Source: an optimization exercise on an open RTL-to-GDS flow (aim: small area, a short achievable clock period and few clock cycles per item). Production flows keep margins and buffers that such runs may drop. In this exercise RTL edits were held to simulation tests only and were not proved equivalent to the original.

==> inputs of onyx <==
// ray_plane_set_clipper
module ray_plane_set_clipper (
    input  logic          aclk,
    input  logic          aresetn,
    input  logic          s_valid,
    output logic          s_ready,
    input  logic [227:0]  s_item,
    output logic          m_valid,
    input  logic          m_ready,
    output logic [162:0]  m_item,
    input  logic          cfg_we,
    input  logic [1:0]    cfg_index,
    input  logic [31:0]   cfg_wdata
);
    localparam logic signed [31:0] DIST_MAX = 32'sh7FFF_FFFF;
    localparam int K = 2;
    localparam logic [4:0] CL_END = 5'(16 / K);         
    localparam logic [4:0] SQ_END = 5'd8;               
    localparam logic [4:0] ND_BEG = 5'(8 / K);          
    localparam logic [2:0] S_IDLE = 3'd0;
    localparam logic [2:0] S_CLIP = 3'd1;
    localparam logic [2:0] S_FIN  = 3'd2;
    localparam logic [2:0] S_RES  = 3'd3;
    localparam logic [2:0] S_LOAD = 3'd4;
    localparam logic [2:0] L_M2   = 3'd0;
    localparam logic [2:0] L_M2B  = 3'd1;
    localparam logic [2:0] L_SQRT = 3'd2;
    localparam logic [2:0] L_TRI  = 3'd3;
    localparam logic [2:0] L_NDIV = 3'd4;
    localparam logic [1:0] M_CLIP = 2'd0;
    localparam logic [1:0] M_SQRT = 2'd1;
    localparam logic [1:0] M_NDIV = 2'd2;
    function automatic logic [2:0] benc(input logic [2:0] b, input logic flip);
        logic m1, m2, ng;
        m1 = b[1] ^ b[0];
        m2 = (b[2] & ~b[1] & ~b[0]) | (~b[2] & b[1] & b[0]);
        ng = flip ? (~b[2] & (b[1] | b[0])) : (b[2] & ~(b[1] & b[0]));
  ...
clock: 12.0 ns
lec_check: 0
abc_clock_period_in_ps: 5000
cap_margin: 20
core_margin: 2
core_utilization: 40
setup_slack_margin: 5
slew_margin: 20
run.sh (not shown) runs the stock make flow with config.mk's settings and CLKGATE_MAP_FILE= SYNTH_SCRIPT=/design/flow/synth_recipe.tcl, a recipe that flattens the netlist after the stock synthesis.
==> delta: changes against onyx <==
--- a/flow/design.v
+++ b/flow/design.v
@@ -114,21 +114,20 @@
     input  logic [31:0]   cfg_wdata
 );
     localparam logic signed [31:0] DIST_MAX = 32'sh7FFF_FFFF;
     localparam int K = 2;
     localparam logic [4:0] CL_END = 5'(16 / K);         
-    localparam logic [4:0] SQ_END = 5'd8;               
+    localparam logic [4:0] SQ_END = 5'd15;              
     localparam logic [4:0] ND_BEG = 5'(8 / K);          
     localparam logic [2:0] S_IDLE = 3'd0;
     localparam logic [2:0] S_CLIP = 3'd1;
     localparam logic [2:0] S_FIN  = 3'd2;
     localparam logic [2:0] S_RES  = 3'd3;
     localparam logic [2:0] S_LOAD = 3'd4;
     localparam logic [2:0] L_M2   = 3'd0;
     localparam logic [2:0] L_M2B  = 3'd1;
     localparam logic [2:0] L_SQRT = 3'd2;
-    localparam logic [2:0] L_TRI  = 3'd3;
     localparam logic [2:0] L_NDIV = 3'd4;
     localparam logic [1:0] M_CLIP = 2'd0;
     localparam logic [1:0] M_SQRT = 2'd1;
     localparam logic [1:0] M_NDIV = 2'd2;
     function automatic logic [2:0] benc(input logic [2:0] b, input logic flip);
@@ -180,11 +179,13 @@
     logic [31:0]        tc [8];
     logic [44:0]        tu [8];
     logic [31:0]        o0_r, o1_r, o2_r;
     logic [15:0]        d0_r, d1_r, d2_r;
     logic [3:0]         lim_r;
-    logic [2:0]         slot_r;
+    logic [2:0]         slot_r;      
+    logic [2:0]         ps_r;        
+    logic [2:0]         lds;         
     logic [1:0]         comp_r;
     logic               mu_act, mu_rdy;
     logic [1:0]         mu_cnt;
     logic [2:0]         mu_idx;      
     logic [2:0]         pl_idx;      
@@ -195,11 +196,12 @@
     logic               dv_act;
     logic [1:0]         dv_mode;
     logic [4:0]         dv_cnt;
     logic [32:0]        dv_r;
     logic [35:0]        dv_d, dv_d3;
-    logic               dv_c1, dv_c3;
+    logic               dv_c1, dv_c2, dv_c3, dv_sq;
+    logic               mz_r;
     logic [31:0]        dv_l;
     logic [31:0]        dv_q;
     logic [2:0]         dv_idx;
     logic               dv_dneg, dv_neg, dv_dz, dv_np;
     logic signed [31:0] sd_r, ed_r;
@@ -210,11 +212,12 @@
     logic               pend_r, pend_cl;
     logic signed [31:0] nr_s, fr_s;
     logic [3:0]         lim_s;
     assign s_ready = !pend_r && ((state_r == S_IDLE) ||
                                  ((state_r == S_CLIP || state_r == S_FIN || state_r == S_RES) &&
-                                  !mu_act && !mu_rdy));
+                                  !mu_act && !mu_rdy) ||
+                                 (state_r == S_LOAD && ph_r == L_NDIV && comp_r == 2'd2));
     assign m_valid = mv_r;
     assign m_item  = {ex_r && !(ed_r < sd_r), sd_r, ed_r,
                       es_r, en0_r & {16{es_r}}, en1_r & {16{es_r}}, en2_r & {16{es_r}},
                       xs_r, xn0_r & {16{xs_r}}, xn1_r & {16{xs_r}}, xn2_r & {16{xs_r}}};
     logic [47:0] rn;
@@ -251,13 +254,19 @@
             dn[2][j] = benc(b2[8-2*j -: 3], 1'b1);
         end
         nx[0] = {{19{o0_r[31]}}, o0_r};
         nx[1] = {{19{o1_r[31]}}, o1_r};
         nx[2] = {{19{o2_r[31]}}, o2_r};
-        dx[0] = {{20{d0_r[15]}}, d0_r};
-        dx[1] = {{20{d1_r[15]}}, d1_r};
-        dx[2] = {{20{d2_r[15]}}, d2_r};
+        if (state_r == S_LOAD && ph_r == L_M2) begin
+            dx[0] = {{20{n0[15]}}, n0};
+            dx[1] = {{20{n1[15]}}, n1};
+            dx[2] = {{20{n2[15]}}, n2};
+        end else begin
+            dx[0] = {{20{d0_r[15]}}, d0_r};
+            dx[1] = {{20{d1_r[15]}}, d1_r};
+            dx[2] = {{20{d2_r[15]}}, d2_r};
+        end
         if (mu_cnt[0] == 1'b0) begin
             nfs = {{13{rc[31]}}, rc[31:2], 8'b0};
             nfc = '0;
             dfs = '0;
             dfc = '0;
@@ -368,44 +377,40 @@
     logic [3:0]  digs;
     logic [31:0] q_step, qmask, q_sq;
     logic [31:0] rp, rpm, rpp, rp1, rp1m, rp1p, rp2;
     logic [35:0] d3_sq;
     always_comb begin
-        sq_mode = (dv_mode == M_SQRT);
-        c2s = sq_mode ? 1'b0 : dv_c1;
+        sq_mode = dv_sq;
+        c2s = dv_c2;
         rp  = ~dv_d3[34:3];
         rpm = rp - 32'd1;
         rpp = rp + 32'd1;
         x1  = sq_mode ? {dv_r[31:0], dv_l[31:28]} : {1'b0, dv_r, dv_l[31:30]};
-        dd1 = sq_mode ? ~{3'b0, dv_q[29:0], 3'b001} : dv_d;
+        dd1 = dv_d;
         st1 = dstep(x1, dd1, dv_c1, c2s, dv_d3, dv_c3);
         sat_a = {1'b0, x1[35:1]} + dv_d + {35'd0, dv_c1};
         case (st1[34:33])
             2'd0:    begin rp1 = {rpm[29:0], 2'b01}; rp1m = {rpm[29:0], 2'b00}; rp1p = {rpm[29:0], 2'b10}; end
             2'd1:    begin rp1 = {rp[29:0],  2'b00}; rp1m = {rpm[29:0], 2'b11}; rp1p = {rp[29:0],  2'b01}; end
             2'd2:    begin rp1 = {rp[29:0],  2'b11}; rp1m = {rp[29:0],  2'b10}; rp1p = {rpp[29:0], 2'b00}; end
             default: begin rp1 = {rpp[29:0], 2'b10}; rp1m = {rpp[29:0], 2'b01}; rp1p = {rpp[29:0], 2'b11}; end
         endcase
-        x2   = sq_mode ? {st1[31:0], dv_l[27:24]} : {1'b0, st1[32:0], dv_l[29:28]};
-        dd2  = sq_mode ? ~{1'b0, dv_q[29:0], st1[34:33], 3'b001} : dv_d;
-        d3s2 = sq_mode ? ~{1'b0, rp1, 3'b001} : dv_d3;
+        x2   = {1'b0, st1[32:0], dv_l[29:28]};
+        dd2  = dv_d;
+        d3s2 = dv_d3;
         st2  = dstep(x2, dd2, dv_c1, c2s, d3s2, dv_c3);
         case (st2[34:33])
             2'd0:    rp2 = {rp1m[29:0], 2'b01};
             2'd1:    rp2 = {rp1[29:0],  2'b00};
             2'd2:    rp2 = {rp1[29:0],  2'b11};
             default: rp2 = {rp1p[29:0], 2'b10};
         endcase
         digs = {st1[34:33], st2[34:33]};
-        if (sq_mode && dv_cnt == SQ_END - 5'd1) begin
+        if (sq_mode) begin
             r_step = st1[32:0];
             q_sq   = {dv_q[29:0], st1[34:33]};
             d3_sq  = ~{1'b0, rp1, 3'b001};
-        end else if (sq_mode) begin
-            r_step = st2[32:0];
-            q_sq   = {dv_q[27:0], st1[34:33], st2[34:33]};
-            d3_sq  = ~{1'b0, rp2, 3'b001};
         end else begin
             r_step = st2[32:0];
             q_sq   = '0;
             d3_sq  = '0;
         end
@@ -457,15 +462,19 @@
         un_sgn  = tn[up_idx];
         nv0 = (un_sgn[47] ^ cl_entry) ? -{1'b0, tu[up_idx][44:30]} : {1'b0, tu[up_idx][44:30]};
         nv1 = (un_sgn[31] ^ cl_entry) ? -{1'b0, tu[up_idx][29:15]} : {1'b0, tu[up_idx][29:15]};
         nv2 = (un_sgn[15] ^ cl_entry) ? -{1'b0, tu[up_idx][14:0]}  : {1'b0, tu[up_idx][14:0]};
     end
+    logic        ld_end;
     logic        dv_free, xfer, accept, start, ld_rst, frj, take, hand_af, walk_end, hand_all;
     logic [15:0] nabs;
     logic        dv_done;
     assign accept  = aresetn && s_valid && s_ready;
-    assign start   = pend_r && ((state_r == S_IDLE) || (state_r == S_RES && m_ready));
+    assign ld_end  = (state_r == S_LOAD) && dv_act &&
+                     ((ph_r == L_NDIV && dv_cnt == CL_END - 5'd1 && comp_r == 2'd2) ||
+                      (ph_r == L_SQRT && dv_cnt == SQ_END - 5'd1 && mz_r));
+    assign start   = pend_r && ((state_r == S_IDLE) || (state_r == S_RES && m_ready) || ld_end);
     assign ld_rst  = !aresetn && ((state_r == S_LOAD) || (pend_r && !pend_cl));
     assign dv_done = (dv_mode == M_SQRT) ? (dv_cnt == SQ_END) : (dv_cnt == CL_END);
     assign dv_free = !dv_act || dv_fin;
     assign frj     = (state_r == S_CLIP) && !pend_r && mu_rdy && !p_dzero && p_nneg &&
                      ((!p_dneg && !sd_r[31]) || (p_dneg && ed_r[31]));
@@ -498,60 +507,52 @@
                 end
             endcase
         end
     end
     always_ff @(posedge aclk) begin
-        if ((start && !pend_cl) || (ld_rst && pend_r && !pend_cl)) begin
-            tn[slot_r] <= {d0_r, d1_r, d2_r};
-            tc[slot_r] <= o0_r;
+        if ((start && !pend_cl) || (ld_rst && state_r != S_LOAD && pend_r && !pend_cl)) begin
+            tn[ps_r] <= {d0_r, d1_r, d2_r};
+            tc[ps_r] <= o0_r;
         end
-        if (state_r == S_LOAD && ph_r == L_SQRT && dv_cnt == SQ_END && dv_q == '0) begin
+        if (state_r == S_LOAD && ph_r == L_SQRT && dv_act && dv_cnt == SQ_END - 5'd1 &&
+            mz_r) begin
             tu[slot_r] <= '0;
         end
         if (ldw) begin
             case (ldc)
-                2'd0:    tu[slot_r][44:30] <= up_q[14:0];
-                2'd1:    tu[slot_r][29:15] <= up_q[14:0];
-                default: tu[slot_r][14:0]  <= up_q[14:0];
+                2'd0:    tu[lds][44:30] <= up_q[14:0];
+                2'd1:    tu[lds][29:15] <= up_q[14:0];
+                default: tu[lds][14:0]  <= up_q[14:0];
             endcase
         end
     end
     always_ff @(posedge aclk) begin
         if (!aresetn) begin
             state_r <= ld_rst ? S_LOAD : S_IDLE;
             mv_r    <= 1'b0;
             mu_act  <= ld_rst;
             mu_rdy  <= 1'b0;
             dv_act  <= 1'b0;
-            pend_r  <= 1'b0;
+            pend_r  <= (state_r == S_LOAD) && pend_r && !pend_cl;
             up_v    <= 1'b0;
             ldw     <= 1'b0;
         end else begin
             ldw <= (state_r == S_LOAD) && (ph_r == L_NDIV) && dv_act && (dv_cnt == CL_END - 5'd1);
             up_v <= cap && (state_r == S_CLIP);
             hand_all <= hand_af && !start;
             if (mu_act && mu_cnt[0]) begin
                 mu_act  <= 1'b0;
-                mu_rdy  <= (state_r != S_LOAD);
-                mu_more <= ({1'b0, mu_idx} + 4'd1 < mu_lim) && (state_r != S_LOAD);
+                mu_rdy  <= !(state_r == S_LOAD && ph_r == L_M2);
+                mu_more <= ({1'b0, mu_idx} + 4'd1 < mu_lim) && !(state_r == S_LOAD && ph_r == L_M2);
             end
             if (accept) begin
                 pend_r  <= 1'b1;
                 pend_cl <= s_item[227];
                 if (s_item[227] && pc_r != 4'd0) begin
                     mu_act <= 1'b1;
                 end
             end
-            if (start) begin
-                pend_r <= 1'b0;
-                if (pend_cl) begin
-                    state_r <= (lim_s == 4'd0) ? S_RES : S_CLIP;
-                end else begin
-                    state_r <= S_LOAD;
-                    mu_act  <= 1'b1;
-                end
-            end
             case (state_r)
                 S_IDLE: begin
                 end
                 S_CLIP: begin
                     if (dv_fin) begin
@@ -591,32 +592,30 @@
                 default: begin  
                     case (ph_r)
                         L_M2B: begin
                             dv_act <= 1'b1;
                         end
-                        L_SQRT: begin
-                            if (dv_cnt == SQ_END) begin
-                                dv_act <= 1'b0;
-                                if (dv_q == '0) begin
-                                    state_r <= S_IDLE;
-                                end
-                            end
-                        end
-                        L_TRI: begin
-                            dv_act <= 1'b1;
-                        end
-                        L_NDIV: begin
-                            if (ldw && ldc == 2'd2) begin
+                        L_SQRT, L_NDIV: begin
+                            if (ld_end) begin
                                 dv_act  <= 1'b0;
                                 state_r <= S_IDLE;
                             end
                         end
                         default: begin
                         end
                     endcase
                 end
             endcase
+            if (start) begin
+                pend_r <= 1'b0;
+                if (pend_cl) begin
+                    state_r <= (lim_s == 4'd0) ? S_RES : S_CLIP;
+                end else begin
+                    state_r <= S_LOAD;
+                    mu_act  <= 1'b1;
+                end
+            end
             if (start && pend_cl && lim_s == 4'd0) begin
                 mv_r <= 1'b1;
             end
         end
     end
@@ -636,11 +635,11 @@
             end else begin
                 o0_r   <= s_item[175:144];
                 d0_r   <= s_item[223:208];
                 d1_r   <= s_item[207:192];
                 d2_r   <= s_item[191:176];
-                slot_r <= in_plane_slot;
+                ps_r   <= in_plane_slot;
             end
             o1_r <= s_item[111:80];
             o2_r <= s_item[79:48];
         end
         if (start) begin
@@ -650,11 +649,12 @@
                 ex_r  <= 1'b1;
                 es_r  <= 1'b0;
                 xs_r  <= 1'b0;
                 lim_r <= lim_s;
             end else begin
-                mu_idx <= slot_r;
+                mu_idx <= ps_r;
+                slot_r <= ps_r;
                 mu_cnt <= 2'd0;
                 ph_r   <= L_M2;
             end
         end
         if (mu_act || (take && mu_more)) begin
@@ -662,23 +662,24 @@
             ns_r <= ns_n;
             nc_r <= nc_n;
             ds_r <= ds_n;
             dc_r <= dc_n;
         end
-        if (mu_act && mu_cnt[0] && state_r != S_LOAD) begin
+        if (mu_act && mu_cnt[0] && !(state_r == S_LOAD && ph_r == L_M2)) begin
             pl_idx <= mu_idx;
             if ({1'b0, mu_idx} + 4'd1 < mu_lim) begin
                 mu_idx <= mu_idx + 3'd1;
             end
         end
         if (dv_act && !dv_done) begin
             dv_r   <= r_step;
-            dv_l   <= sq_mode ? (dv_l << 8) : (dv_l << 4);
+            dv_l   <= dv_l << 4;
             dv_cnt <= dv_cnt + 5'd1;
             if (sq_mode) begin
                 dv_q  <= q_sq;
                 dv_d3 <= d3_sq;
+                dv_d  <= ~{3'b0, q_sq[29:0], 3'b001};
             end else begin
                 dv_q <= q_step;
             end
             if (dv_mode == M_CLIP && dv_cnt == 5'd0 && !sat_a[35]) begin
                 dv_q   <= dv_neg ? 32'h8000_0000 : 32'h7FFF_FFFF;
@@ -711,10 +712,12 @@
         end
         if (xfer) begin
             dv_dz   <= p_dzero;
             dv_np   <= p_npos;
             dv_mode <= M_CLIP;
+            dv_sq   <= 1'b0;
+            dv_c2   <= !p_dneg;
             if (p_jz3[45]) begin
                 dv_cnt <= 5'd3;
                 dv_r   <= p_un[38:6];
                 dv_l   <= {p_un[5:0], 26'b0};
             end else if (p_jz2[41]) begin
@@ -743,42 +746,44 @@
                     end
                 end
                 L_M2B: begin
                     ph_r    <= L_SQRT;
                     dv_mode <= M_SQRT;
+                    dv_sq   <= 1'b1;
+                    dv_c2   <= 1'b0;
+                    dv_d    <= ~{3'b0, 30'd0, 3'b001};
                     dv_cnt  <= 5'd0;
                     dv_r    <= '0;
                     dv_q    <= '0;
                     dv_l    <= p_den[31:0];
+                    mz_r    <= p_dzero;      
                     dv_d3   <= ~{1'b0, 32'd1, 3'b001};
                     dv_c3   <= 1'b1;
                     dv_c1   <= 1'b1;
                 end
                 L_SQRT: begin
-                    if (dv_cnt == SQ_END) begin
-                        ph_r <= L_TRI;
-                        ds_r <= {6'b0, dv_q[29:0]};
-                        dc_r <= '0;
+                    if (dv_act && dv_cnt == SQ_END - 5'd1 && !mz_r) begin
+                        ph_r    <= L_NDIV;
+                        dv_mode <= M_NDIV;
+                        dv_sq   <= 1'b0;
+                        dv_c2   <= 1'b1;
+                        dv_cnt  <= ND_BEG;
+                        dv_r    <= {5'b0, nabs, 12'b0};
+                        dv_l    <= '0;
+                        dv_q    <= '0;
+                        dv_d    <= ~{6'b0, q_sq[29:0]};
+                        dv_c1   <= 1'b1;
+                        dv_d3   <= ~{4'b0, rp1m};
+                        dv_c3   <= 1'b1;
                     end
                     comp_r <= 2'd0;
                 end
-                L_TRI: begin
-                    ph_r    <= L_NDIV;
-                    dv_mode <= M_NDIV;
-                    dv_cnt  <= ND_BEG;
-                    dv_r    <= {5'b0, nabs, 12'b0};
-                    dv_l    <= '0;
-                    dv_q    <= '0;
-                    dv_d    <= p_dd;
-                    dv_c1   <= 1'b1;
-                    dv_d3   <= p_dd3;
-                    dv_c3   <= 1'b1;
-                end
                 default: begin
                     if (dv_act && dv_cnt == CL_END - 5'd1) begin
                         up_q <= q_step;
                         ldc  <= comp_r;
+                        lds  <= slot_r;
                         if (comp_r != 2'd2) begin
                             comp_r <= comp_r + 2'd1;
                             dv_cnt <= ND_BEG;
                             dv_r   <= {5'b0, nabs, 12'b0};
                             dv_q   <= '0;
@@ -788,9 +793,14 @@
             endcase
         end
         if (ld_rst) begin
             ph_r   <= L_M2;
             mu_cnt <= 2'd0;
-            mu_idx <= slot_r;
+            if (state_r == S_LOAD) begin
+                mu_idx <= slot_r;
+            end else begin
+                mu_idx <= ps_r;
+                slot_r <= ps_r;
+            end
         end
     end
 endmodule
--- a/flow/config.mk
+++ b/flow/config.mk
@@ -6,8 +6,9 @@
 export NUM_CORES = 4
 export LEC_CHECK = 0
 export ABC_CLOCK_PERIOD_IN_PS = 5000
 export CAP_MARGIN = 20
 export CORE_MARGIN = 2
-export CORE_UTILIZATION = 40
+export CORE_UTILIZATION = 30
+export CTS_BUF_LIST = sky130_fd_sc_hd__clkbuf_8
 export SETUP_SLACK_MARGIN = 5
 export SLEW_MARGIN = 20
==> cedar: changes against onyx <==
--- a/flow/design.v
+++ b/flow/design.v
@@ -124,11 +124,10 @@
     localparam logic [2:0] S_RES  = 3'd3;
     localparam logic [2:0] S_LOAD = 3'd4;
     localparam logic [2:0] L_M2   = 3'd0;
     localparam logic [2:0] L_M2B  = 3'd1;
     localparam logic [2:0] L_SQRT = 3'd2;
-    localparam logic [2:0] L_TRI  = 3'd3;
     localparam logic [2:0] L_NDIV = 3'd4;
     localparam logic [1:0] M_CLIP = 2'd0;
     localparam logic [1:0] M_SQRT = 2'd1;
     localparam logic [1:0] M_NDIV = 2'd2;
     function automatic logic [2:0] benc(input logic [2:0] b, input logic flip);
@@ -592,20 +591,15 @@
                     case (ph_r)
                         L_M2B: begin
                             dv_act <= 1'b1;
                         end
                         L_SQRT: begin
-                            if (dv_cnt == SQ_END) begin
-                                dv_act <= 1'b0;
-                                if (dv_q == '0) begin
-                                    state_r <= S_IDLE;
-                                end
+                            if (dv_cnt == SQ_END && dv_q == '0) begin
+                                dv_act  <= 1'b0;
+                                state_r <= S_IDLE;
                             end
                         end
-                        L_TRI: begin
-                            dv_act <= 1'b1;
-                        end
                         L_NDIV: begin
                             if (ldw && ldc == 2'd2) begin
                                 dv_act  <= 1'b0;
                                 state_r <= S_IDLE;
                             end
@@ -753,28 +747,23 @@
                     dv_c3   <= 1'b1;
                     dv_c1   <= 1'b1;
                 end
                 L_SQRT: begin
                     if (dv_cnt == SQ_END) begin
-                        ph_r <= L_TRI;
-                        ds_r <= {6'b0, dv_q[29:0]};
-                        dc_r <= '0;
+                        ph_r    <= L_NDIV;
+                        dv_mode <= M_NDIV;
+                        dv_cnt  <= ND_BEG;
+                        dv_r    <= {5'b0, nabs, 12'b0};
+                        dv_l    <= '0;
+                        dv_q    <= '0;
+                        dv_d    <= ~{6'b0, dv_q[29:0]};
+                        dv_c1   <= 1'b1;
+                        dv_d3   <= ~{4'b0, rpm};
+                        dv_c3   <= 1'b1;
                     end
                     comp_r <= 2'd0;
                 end
-                L_TRI: begin
-                    ph_r    <= L_NDIV;
-                    dv_mode <= M_NDIV;
-                    dv_cnt  <= ND_BEG;
-                    dv_r    <= {5'b0, nabs, 12'b0};
-                    dv_l    <= '0;
-                    dv_q    <= '0;
-                    dv_d    <= p_dd;
-                    dv_c1   <= 1'b1;
-                    dv_d3   <= p_dd3;
-                    dv_c3   <= 1'b1;
-                end
                 default: begin
                     if (dv_act && dv_cnt == CL_END - 5'd1) begin
                         up_q <= q_step;
                         ldc  <= comp_r;
                         if (comp_r != 2'd2) begin
--- a/flow/config.mk
+++ b/flow/config.mk
@@ -7,7 +7,8 @@
 export LEC_CHECK = 0
 export ABC_CLOCK_PERIOD_IN_PS = 5000
 export CAP_MARGIN = 20
 export CORE_MARGIN = 2
 export CORE_UTILIZATION = 40
+export CTS_BUF_LIST = sky130_fd_sc_hd__clkbuf_8
 export SETUP_SLACK_MARGIN = 5
 export SLEW_MARGIN = 20
==> impl_metrics.toml <==
[final_layout]
regArea_mm2 = 0.0520
antenna_cells = 25
nonClkBufAreaFrac_pct = 7.54

[outcome]
status = "no timing/DRC/antenna violations"

[critical_path]
worstPathRequired_ps = 12810

[global_routing]
grt_max_degree = 172

[drt]
wirelength_um = 570000

[clocking]
clock-sinks = 1873
-- figures above: onyx

==> impl_metrics.toml <==
[outcome]
status = "no timing/DRC/antenna violations"

[clocking]
clock-sinks = 1879

[critical_path]
worstPathRequired_ps = 12910

[final_layout]
nonClkBufAreaFrac_pct = 5.90
antenna_cells = 10

[drt]
wirelength_um = 511000

[global_routing]
grt_max_degree = 87
-- figures above: delta

==> impl_metrics.toml <==
[global_routing]
grt_max_degree = 97

[critical_path]
worstPathRequired_ps = 12870

[final_layout]
regArea_mm2 = 0.0526
nonClkBufAreaFrac_pct = 7.22

[outcome]
status = "no timing/DRC/antenna violations"
-- figures above: cedar

Testbench counts of onyx, summed over its fixed seeds: cycles 23,413, items 768.
Testbench counts of delta, summed over its fixed seeds: cycles 23,813, items 768.
Testbench counts of cedar, summed over its fixed seeds: cycles 23,197, items 768.

[port drivers added, routing unchanged]
Ports are ideal in the flow. The routed layouts listed here were re-timed in OpenROAD. Step 1 (the two cells are an assumption about what drives the block):
set clk [get_ports {aclk}]
set_driving_cell -lib_cell sky130_fd_sc_hd__clkbuf_16 $clk
set_driving_cell -lib_cell sky130_fd_sc_hd__buf_2 [delete_from_list [all_inputs] $clk]
Step 2 also shifts input and output timing later by t, the mid clock arrival at the registers, as if the neighbouring blocks saw the same clock. a / b / c = ideal / step 1 / step 2; a / b = the first two.
run	t, ns	setup slack, ns	pins driven straight from the clock port
onyx	0.995	3.246 / 3.246 / 3.246	1
delta	1.109	4.171 / 4.171 / 4.171	1
cedar	1.133	3.678 / 3.678 / 3.678	1
After both steps setup and hold are still met in every run listed.
